Background: an optimization exercise with open tools, aiming at small area. Do not read the settings as production practice. In this exercise RTL edits were held to simulation tests only and were not proved equivalent to the original. Power and IR drop assume default switching activity.

--- design/flow/design.v ---
package frer_pkg;
    localparam int NUM_PORTS  = 4;
    localparam int PORT_IDX_W = 2;
    localparam int SEQ_W    = 16;
    localparam int HANDLE_W = 4;
    localparam int NUM_STREAMS = 16;
    localparam logic [SEQ_W-1:0] INVALID_SEQ = '1;
    localparam logic [15:0] RESET_TICKS = 16'd50;
    typedef logic [NUM_PORTS-1:0] port_mask_t;   
    typedef struct packed {
        logic [SEQ_W-1:0]    seq_num;   
        logic [HANDLE_W-1:0] handle;    
    } tag_info_t;
    typedef enum logic [1:0] {
        VERDICT_NONE    = 2'd0,   
        VERDICT_PASS    = 2'd1,
        VERDICT_DISCARD = 2'd2
    } verdict_e;
    typedef enum logic [1:0] {
        ST_IDLE   = 2'd0,
        ST_LOOKUP = 2'd1,
        ST_DECIDE = 2'd2,
        ST_REPORT = 2'd3
    } ctrl_state_e;
endpackage
`timescale 1ns/1ps
import frer_pkg::*;
module tag_capture (
    input  logic                                             i_clk,
    input  logic                                             i_rst,
    input  frer_pkg::port_mask_t                             i_tag_valid,   
    input  logic [frer_pkg::NUM_PORTS*(frer_pkg::SEQ_W+frer_pkg::HANDLE_W)-1:0] i_tag,
    input  frer_pkg::port_mask_t                             i_clear,       
    input  logic [frer_pkg::PORT_IDX_W-1:0]                  i_grant_idx,
    output frer_pkg::port_mask_t                             o_pending,
    output frer_pkg::tag_info_t                              o_sel_tag
);
    logic [SEQ_W+HANDLE_W-1:0] r_tag [0:NUM_PORTS-1];   
    frer_pkg::port_mask_t r_pending;
    frer_pkg::tag_info_t  r_sel_tag;
    always_ff @(posedge i_clk) begin
        for (int p = 0; p < NUM_PORTS; p++) begin
            if (i_tag_valid[p]) begin
                r_tag[p] <= i_tag[p*(SEQ_W+HANDLE_W) +: SEQ_W+HANDLE_W];
            end
        end
    end
    always_ff @(posedge i_clk) begin
        if (i_rst) begin
            r_pending <= '0;
        end else begin
            r_pending <= (r_pending & ~i_clear) | i_tag_valid;
        end
    end
    always_ff @(posedge i_clk) begin
        r_sel_tag <= r_tag[i_grant_idx];
    end
    assign o_pending = r_pending;
    assign o_sel_tag = r_sel_tag;
endmodule
`timescale 1ns/1ps
import frer_pkg::*;
module recovery_ctrl (
    input  logic                             i_clk,
    input  logic                             i_rst,
    input  frer_pkg::port_mask_t             i_pending,
    input  frer_pkg::verdict_e               i_verdict,      
    output logic [frer_pkg::PORT_IDX_W-1:0]  o_grant_idx,
    output logic                             o_decide,
    output frer_pkg::port_mask_t             o_clear,
    output frer_pkg::port_mask_t             o_pass_en,
    output frer_pkg::port_mask_t             o_discard_en,
    output frer_pkg::port_mask_t             o_judge_finish
);
    frer_pkg::ctrl_state_e             r_state;
    logic [PORT_IDX_W-1:0]   r_grant_idx;   
    frer_pkg::port_mask_t              r_finish;
    logic [PORT_IDX_W-1:0]   cand_idx;
    logic [PORT_IDX_W-1:0]   next_idx;
    logic                    next_found;
    always_comb begin
        next_found = 1'b0;
        next_idx   = r_grant_idx;
        cand_idx   = r_grant_idx;
        for (int k = 1; k <= NUM_PORTS; k++) begin
            cand_idx = r_grant_idx + PORT_IDX_W'(k);   
            if (!next_found && i_pending[cand_idx]) begin
                next_found = 1'b1;
                next_idx   = cand_idx;
            end
        end
    end
    always_ff @(posedge i_clk) begin
        if (i_rst) begin
            r_state     <= ST_IDLE;
            r_grant_idx <= PORT_IDX_W'(NUM_PORTS - 1);   
        end else begin
            case (r_state)
                ST_IDLE: begin
                    if (next_found) begin
                        r_grant_idx <= next_idx;
                        r_state     <= ST_LOOKUP;
                    end
                end
                ST_LOOKUP: r_state <= ST_DECIDE;   
                ST_DECIDE: r_state <= ST_REPORT;
                default:   r_state <= ST_IDLE;
            endcase
        end
    end
    always_ff @(posedge i_clk) begin
        if (i_rst) begin
            r_finish <= '0;
        end else if (r_state == ST_DECIDE) begin
            r_finish <= frer_pkg::port_mask_t'(1'b1) << r_grant_idx;
        end else begin
            r_finish <= '0;
        end
    end
    assign o_grant_idx    = r_grant_idx;
    assign o_decide       = (r_state == ST_DECIDE);
    assign o_clear        = r_finish;   
    assign o_judge_finish = r_finish;
    assign o_pass_en    = r_finish & {NUM_PORTS{i_verdict == VERDICT_PASS}};
    assign o_discard_en = r_finish & {NUM_PORTS{i_verdict == VERDICT_DISCARD}};
endmodule
`timescale 1ns/1ps
import frer_pkg::*;
module stream_table (
    input  logic                               i_clk,
    input  logic                               i_rst,
    input  frer_pkg::tag_info_t                i_tag,             
    input  logic                               i_decide,
    input  logic [frer_pkg::NUM_STREAMS-1:0]   i_expired,         
    output frer_pkg::verdict_e                 o_verdict,
    output logic                               o_reload,
    output logic [frer_pkg::HANDLE_W-1:0]      o_reload_handle
);
    logic [SEQ_W-1:0]       r_recov_seq [NUM_STREAMS];   
    logic [NUM_STREAMS-1:0] r_take_any;
    frer_pkg::verdict_e               r_verdict;
    logic                   r_reload;
    logic [HANDLE_W-1:0]    r_reload_handle;
    logic     seq_valid;
    logic     take_any_hit;
    logic     dup_hit;
    logic     accept;
    frer_pkg::verdict_e verdict_next;
    assign seq_valid    = (i_tag.seq_num != INVALID_SEQ);
    assign take_any_hit = r_take_any[i_tag.handle];
    assign dup_hit      = (i_tag.seq_num == r_recov_seq[i_tag.handle]);   
    always_comb begin
        if (!seq_valid) begin
            verdict_next = VERDICT_NONE;   
        end else if (take_any_hit) begin
            verdict_next = VERDICT_PASS;
        end else if (dup_hit) begin
            verdict_next = VERDICT_DISCARD;
        end else begin
            verdict_next = VERDICT_PASS;
        end
    end
    assign accept = i_decide && (verdict_next == VERDICT_PASS);
    always_ff @(posedge i_clk) begin
        if (accept) begin
            r_recov_seq[i_tag.handle] <= i_tag.seq_num;
        end
    end
    always_ff @(posedge i_clk) begin
        if (i_rst) begin
            r_take_any <= '1;   
        end else begin
            r_take_any <= r_take_any | i_expired;
            if (accept) begin
                r_take_any[i_tag.handle] <= 1'b0;
            end
        end
    end
    always_ff @(posedge i_clk) begin
        if (i_rst) begin
            r_verdict <= VERDICT_NONE;
            r_reload  <= 1'b0;
        end else begin
            if (i_decide) begin
                r_verdict <= verdict_next;   
            end
            r_reload <= accept;
        end
    end
    always_ff @(posedge i_clk) begin
        if (accept) begin
            r_reload_handle <= i_tag.handle;
        end
    end
    assign o_verdict       = r_verdict;
    assign o_reload        = r_reload;
    assign o_reload_handle = r_reload_handle;
endmodule
`timescale 1ns/1ps
import frer_pkg::*;
module stream_timer_bank (
    input  logic                               i_clk,
    input  logic                               i_rst,
    input  logic                               i_reload,
    input  logic [frer_pkg::HANDLE_W-1:0]      i_reload_handle,
    output logic [frer_pkg::NUM_STREAMS-1:0]   o_expired
);
    localparam int TICK_W = $bits(RESET_TICKS);
    logic [TICK_W-1:0]      r_ticks [NUM_STREAMS];   
    logic [NUM_STREAMS-1:0] r_active;
    logic [NUM_STREAMS-1:0] r_expired;
    always_ff @(posedge i_clk) begin
        if (i_rst) begin
            r_active  <= '0;
            r_expired <= '0;
            for (int s = 0; s < NUM_STREAMS; s++) begin
                r_ticks[s] <= '0;
            end
        end else begin
            for (int s = 0; s < NUM_STREAMS; s++) begin
                r_expired[s] <= 1'b0;
                if (i_reload && (i_reload_handle == HANDLE_W'(s))) begin
                    r_ticks[s]  <= RESET_TICKS;   
                    r_active[s] <= 1'b1;
                end else if (r_active[s]) begin
                    if (r_ticks[s] == '0) begin
                        r_active[s]  <= 1'b0;
                        r_expired[s] <= 1'b1;
                    end else begin
                        r_ticks[s] <= r_ticks[s] - 1'b1;
                    end
                end
            end
        end
    end
    assign o_expired = r_expired;
endmodule
`timescale 1ns/1ps
import frer_pkg::*;
module match_recovery_top (
    input  logic                                           i_clk,
    input  logic                                           i_rst,
    input  frer_pkg::port_mask_t                           i_tag_valid,
    input  logic [frer_pkg::NUM_PORTS*(frer_pkg::SEQ_W+frer_pkg::HANDLE_W)-1:0] i_tag,   
    output frer_pkg::port_mask_t                           o_pass_en,
    output frer_pkg::port_mask_t                           o_discard_en,
    output frer_pkg::port_mask_t                           o_judge_finish
);
    frer_pkg::port_mask_t             pending;
    frer_pkg::port_mask_t             clear;
    logic [PORT_IDX_W-1:0]  grant_idx;
    frer_pkg::tag_info_t              sel_tag;
    logic                   decide;
    frer_pkg::verdict_e               verdict;
    logic                   reload;
    logic [HANDLE_W-1:0]    reload_handle;
    logic [NUM_STREAMS-1:0] expired;
    tag_capture u_tag_capture (
        .i_clk       (i_clk),
        .i_rst       (i_rst),
        .i_tag_valid (i_tag_valid),
        .i_tag       (i_tag),
        .i_clear     (clear),
        .i_grant_idx (grant_idx),
        .o_pending   (pending),
        .o_sel_tag   (sel_tag)
    );
    recovery_ctrl u_recovery_ctrl (
        .i_clk          (i_clk),
        .i_rst          (i_rst),
        .i_pending      (pending),
        .i_verdict      (verdict),
        .o_grant_idx    (grant_idx),
        .o_decide       (decide),
        .o_clear        (clear),
        .o_pass_en      (o_pass_en),
        .o_discard_en   (o_discard_en),
        .o_judge_finish (o_judge_finish)
    );
    stream_table u_stream_table (
        .i_clk           (i_clk),
        .i_rst           (i_rst),
        .i_tag           (sel_tag),
        .i_decide        (decide),
        .i_expired       (expired),
        .o_verdict       (verdict),
        .o_reload        (reload),
        .o_reload_handle (reload_handle)
    );
    stream_timer_bank u_stream_timer_bank (
        .i_clk           (i_clk),
        .i_rst           (i_rst),
        .i_reload        (reload),
        .i_reload_handle (reload_handle),
        .o_expired       (expired)
    );
endmodule
--- design/flow/run.sh ---
#!/bin/bash
# synth_recipe.tcl (not shown) runs the flow's synth.tcl, then flattens the netlist and writes it again
# the make line also repeats each setting of config.mk as NAME=value (left out here)
make -C /OpenROAD-flow-scripts/flow DESIGN_CONFIG=/design/flow/config.mk WORK_HOME=/design/flow/orfs CLKGATE_MAP_FILE= SYNTH_SCRIPT=/design/flow/synth_recipe.tcl finish
--- design/flow/constraint.sdc ---
create_clock -name core_clock -period 5.0 [get_ports {i_clk}]
set_input_delay 1.0000 -clock core_clock [delete_from_list [all_inputs] [get_ports {i_clk}]]
set_output_delay 1.0000 -clock core_clock [all_outputs]
set_load 0.01 [all_outputs]
--- design/flow/config.mk ---
export PLATFORM = sky130hd
export DESIGN_NAME = match_recovery_top
export DESIGN_NICKNAME = match_recovery_top
export VERILOG_FILES = /design/flow/design.v
export SDC_FILE = /design/flow/constraint.sdc
export NUM_CORES = 4
export LEC_CHECK = 0
export CAP_MARGIN = 20
export CORE_MARGIN = 2
export CORE_UTILIZATION = 40
export SLEW_MARGIN = 20
==> metrics.cfg <==
[outcome]
status=no timing/DRC/antenna violations

[die]
initial_core_util_pct=40.3
num_rows=96
die_area_um2=70900
die_h_um=266
core_um2=68300
pin_count=98
die_w_um=266

[placement]
dp_hpwl_um=44400
place.gp.congestion=0.874
port_buffers=97

[logic_synthesis]
ys_ff_latch=679
synthAdderAreaFrac_pct=1.27
synth_nets=2376
synth_edf_count=340
synth_area_per_cell_um2=12.2
muxShareOfSynthArea_pct=6.98
synth-warning-count=6
synth_ff_type=edfxtp_1
async_reset_ff_share_pct=0
synth_cell_types=66
synth-compound-area-share_pct=6.82
synth_top_family_by_area=simple AND/OR/NAND/NOR gates
synthCells=2262
synth-xor-area-share_pct=6.65
synthesis.area_um2=27500
ys_seq_area_share_pct=61.8
synthSimpleGateAreaFrac_pct=13.8

[clock_tree]
cts_inserted_buffers=73
clkTransAtPathRegs_ns=0.06
cts.htree.levels=3
insertion_delay_ns=0.64
tritoncts=yes
cts_sinks=679
cts.path.max_buffers=3
postCtsResizedCells=0
post-cts-setup-buffer-count=0
postCtsHoldBufs=0
root_buffer=clkbuf_16

[layout]
final_util_pct=47.0
syn_to_final_growth_pct=16.7
regArea_um2=17000
multi_input_area_um2=9920
fillers=5976
diodes=0
layout.nets=2510
drive_above_1_share_pct=10.5

[worst_setup_path]
path_class=reg -> reg
worstPathCellList=nor2_1 > buf_4 > a32oi_1 > o311ai_0 > a22oi_1 > o221ai_1 > or4_4 > nor4_4 > buf_4 > buf_4 > nor2_1
arrival_ns=4.36
worst-path-max-fanout=39
path_buf_inv=3
rr_startpoint=u_tag_capture.r_sel_tag[1]
max_stage_delay_ns=0.79
cp-start-kind=flip-flop
crit_family=simple AND/OR/NAND/NOR gates
cp.required_ns=5.33
crit_start=u_tag_capture.r_sel_tag[1]
crit_slowest_cell=dfxtp_4
crit_path_frequent_cell=buf_4
end_kind=flip-flop

[global_route]
grt_usage_pct=18.4
grt-ovfl-total=0
grt_pass1_wl_um=101000
grt_pass1_vias=18200
antenna_found_initial=1
grt_start_max_net_pins=63

[route]
vias=18100
drt_iter0_markers=1414
post_drt_wl_per_cell_um=19.5
viasPerCell=5.44
ant_nets=0
drt_pass1_iterations=6
drc=0
wl_um=65200

[power_and_ir_drop]
p_leak_nw=11.2
clkPwrFrac_pct=35.4
internal_power_mw=11.0
peakVddDrop_mv=0.298
power.density_nw_per_um2=486
seq_power_share_pct=44.5
p_switching_mw=4.61
switching_share_pct=29.5
power_frac_comb_pct=20.1

[flow_run]
drv_cap=0

[sta]
hold_viol=0
rsz0062_at_grt=no
slew_headroom_pct=35.6
drv_slew=0
fin_crit_sh_pct=80.4
fin_skew_ns=0.0310
worst_slew_pin_slew_ns=0.966
fin_setup_tns_ns=0
clock.fmax_mhz=249
setup_viol=0
finalCriticalPeriod_ns=4.02

[worst_hold_path]
hp-start=u_stream_timer_bank.r_active[9]
hold_path_class=reg -> reg

worst register-to-register path: cells and delay by family (launching register included):
kind	cells	cell delay [ns]
AO/OA/AOI/OAI	4	0.80
AND/OR/NAND/NOR	4	1.10
buffers and inverters	3	1.04
flip-flops	1	0.79
cell families (layout without fill, tap and decap cells):
logic type,count (synthesis),in the layout
muxes,127,127
AOI/OAI and AO/OA,291,291
adders and majority gates,28,28
xor gates and xnor gates,209,209
buffers and inverters,168,358
DFF,679,679
and+or+nand+nor,760,760
worst paths after layout:
check                                                          to  slack [ns]  cells past startpoint
worst min register to register   u_stream_timer_bank.r_expired[9]        0.45                      2
worst max register to register  u_stream_table.r_reload_handle[2]        0.98                     11
worst max-delay path            u_stream_table.r_reload_handle[2]        0.98                     11
worst min-delay path             u_stream_timer_bank.r_expired[9]        0.45                      2
cell usage after synthesis, types with 4 or more instances:
cell | n | area, um2
nor3_1 | 106 | 531
nand2b_1 | 22 | 138
nand2_1 | 114 | 428
o21ai_0 | 49 | 245
nor2_1 | 248 | 931
a21oi_1 | 136 | 681
nor4_1 | 49 | 307
a222oi_1 | 20 | 200
mux2i_1 | 66 | 661
buf_2 | 10 | 50.1
and3_1 | 5 | 31.3
nand3_1 | 41 | 205
nor4b_1 | 9 | 78.8
nand4_1 | 21 | 131
o32a_1 | 15 | 150
nor3b_1 | 8 | 60.1
or2_2 | 6 | 37.5
buf_4 | 9 | 67.6
a22oi_1 | 13 | 97.6
dfxtp_1 | 339 | 6790
xnor2_1 | 147 | 1290
buf_6 | 8 | 90.1
mux4_2 | 51 | 1150
o31ai_1 | 8 | 60.1
nor2b_1 | 22 | 138
or3_1 | 47 | 294
and2_1 | 15 | 93.8
nand4b_1 | 7 | 61.3
ha_1 | 28 | 350
or4_1 | 27 | 203
o41ai_1 | 13 | 114
edfxtp_1 | 340 | 10200
clkbuf_1 | 54 | 203
mux2_2 | 10 | 113
inv_1 | 86 | 323
xor2_1 | 62 | 543
o21ai_1 | 4 | 20.0
cell type report:
type / instances / share of cell area, %
tap: 882 / 3.44
inverter: 86 / 1.01
timing repair buffer: 141 / 4.02
sequential: 679 / 52.9
clock inverter: 34 / 1.36
clock buffer: 97 / 6.35
multi-input combinational: 1415 / 30.9
flip-flops by register name, summed over array words and instances (netlist names):
register and count:
u_recovery_ctrl.r_finish 4, u_recovery_ctrl.r_grant_idx 2, u_recovery_ctrl.r_state 2, u_stream_table.r_recov_seq 256, u_stream_table.r_reload 1, u_stream_table.r_reload_handle 4
u_stream_table.r_take_any 16, u_stream_table.r_verdict 2, u_stream_timer_bank.r_active 16, u_stream_timer_bank.r_expired 16, u_stream_timer_bank.r_ticks 256, u_tag_capture.r_pending 4
u_tag_capture.r_sel_tag 20, u_tag_capture.r_tag 80
per-stage QoR:
step / instance area (um2) / std cells / total power [mW] / hold WS (ns) / worst slack [ns]
final: 32100 / 3334 / 15.6 / 0.451 / 0.978
after global routing: 32100 / 3334 / 16.2 / 0.465 / 0.750
after CTS: 32100 / 3334 / 15.7 / 0.453 / 0.982
after detailed placement: 29700 / 3203 / 10.2 / 0.439 / 1.03
after global placement: 29600 / 3203 / 10.1 / 0.440 / 0.896
after floorplan: 27500 / 2262 / 8.91 / 0.409 / 1.25
cell usage in the layout (no fill, tap or decap), types with 9 or more instances in the layout:
cell type / count
a21oi_1: 136
a222oi_1: 20
a22oi_1: 13
and2_1: 15
buf_4: 44
clkbuf_1: 13
clkbuf_16: 74
clkbuf_8: 10
clkdlybuf4s50_1: 92
clkinv_2: 9
dfxtp_1: 335
edfxtp_1: 340
ha_1: 28
inv_1: 86
mux2_2: 10
mux2i_1: 66
mux4_2: 51
nand2_1: 114
nand2b_1: 22
nand3_1: 41
nand4_1: 21
nor2_1: 248
nor2b_1: 22
nor3_1: 90
nor4_1: 48
nor4b_1: 9
o21ai_0: 49
o32a_1: 15
o41ai_1: 12
or3_1: 47
or4_1: 27
xnor2_1: 147
xor2_1: 62
power groups by stage:
| stage | clock, mW | sequential [mW] | combinational [mW] |
|---|---|---|---|
| finish | 5.52 | 6.95 | 3.13 |
| global placement | 0 | 7.06 | 3.05 |
| floorplan | 0 | 6.85 | 2.06 |
| CTS | 5.65 | 6.95 | 3.12 |
| global route | 5.86 | 6.99 | 3.34 |
| detailed placement | 0 | 7.07 | 3.11 |
routing by layer:
| metal | vias up | global-route usage, % | wire [um] |
|---|---|---|---|
| met5 | - | 0 | 0 |
| li1 | 8559 | - | - |
| met2 | 515 | 30.0 | 30400 |
| met4 | 0 | 7.87 | 2310 |
| met1 | 8927 | 24.3 | 28600 |
| met3 | 132 | 3.06 | 3840 |

==> separate check: timing with driven ports <==
In the flow no input, the clock included, has a driving cell. The finished layout below was timed again as built, in two steps.
Step 1, drivers: a clkbuf_16 drives i_clk and a buf_2 each remaining input, both assumed.
Step 2, shift: input delay + t, output delay - t, t = (earliest + latest rising clock arrival at the registers) / 2. This alone moves slack from input paths to output paths.
Slacks: no drivers / after step 1 / after step 2; pairs: no drivers / after step 1.
shift t [ns]: 0.680
slack for setup (ns): 0.978 / 0.978 / 0.978
slew at the worst register clock pin (ns): 0.06 / 0.06
cell pins on the clock port's net: 1
After both steps this run still meets setup and hold. For this run, drivers alone change the setup slack by 0.000 ns; drivers and shift together by 0.000 ns.
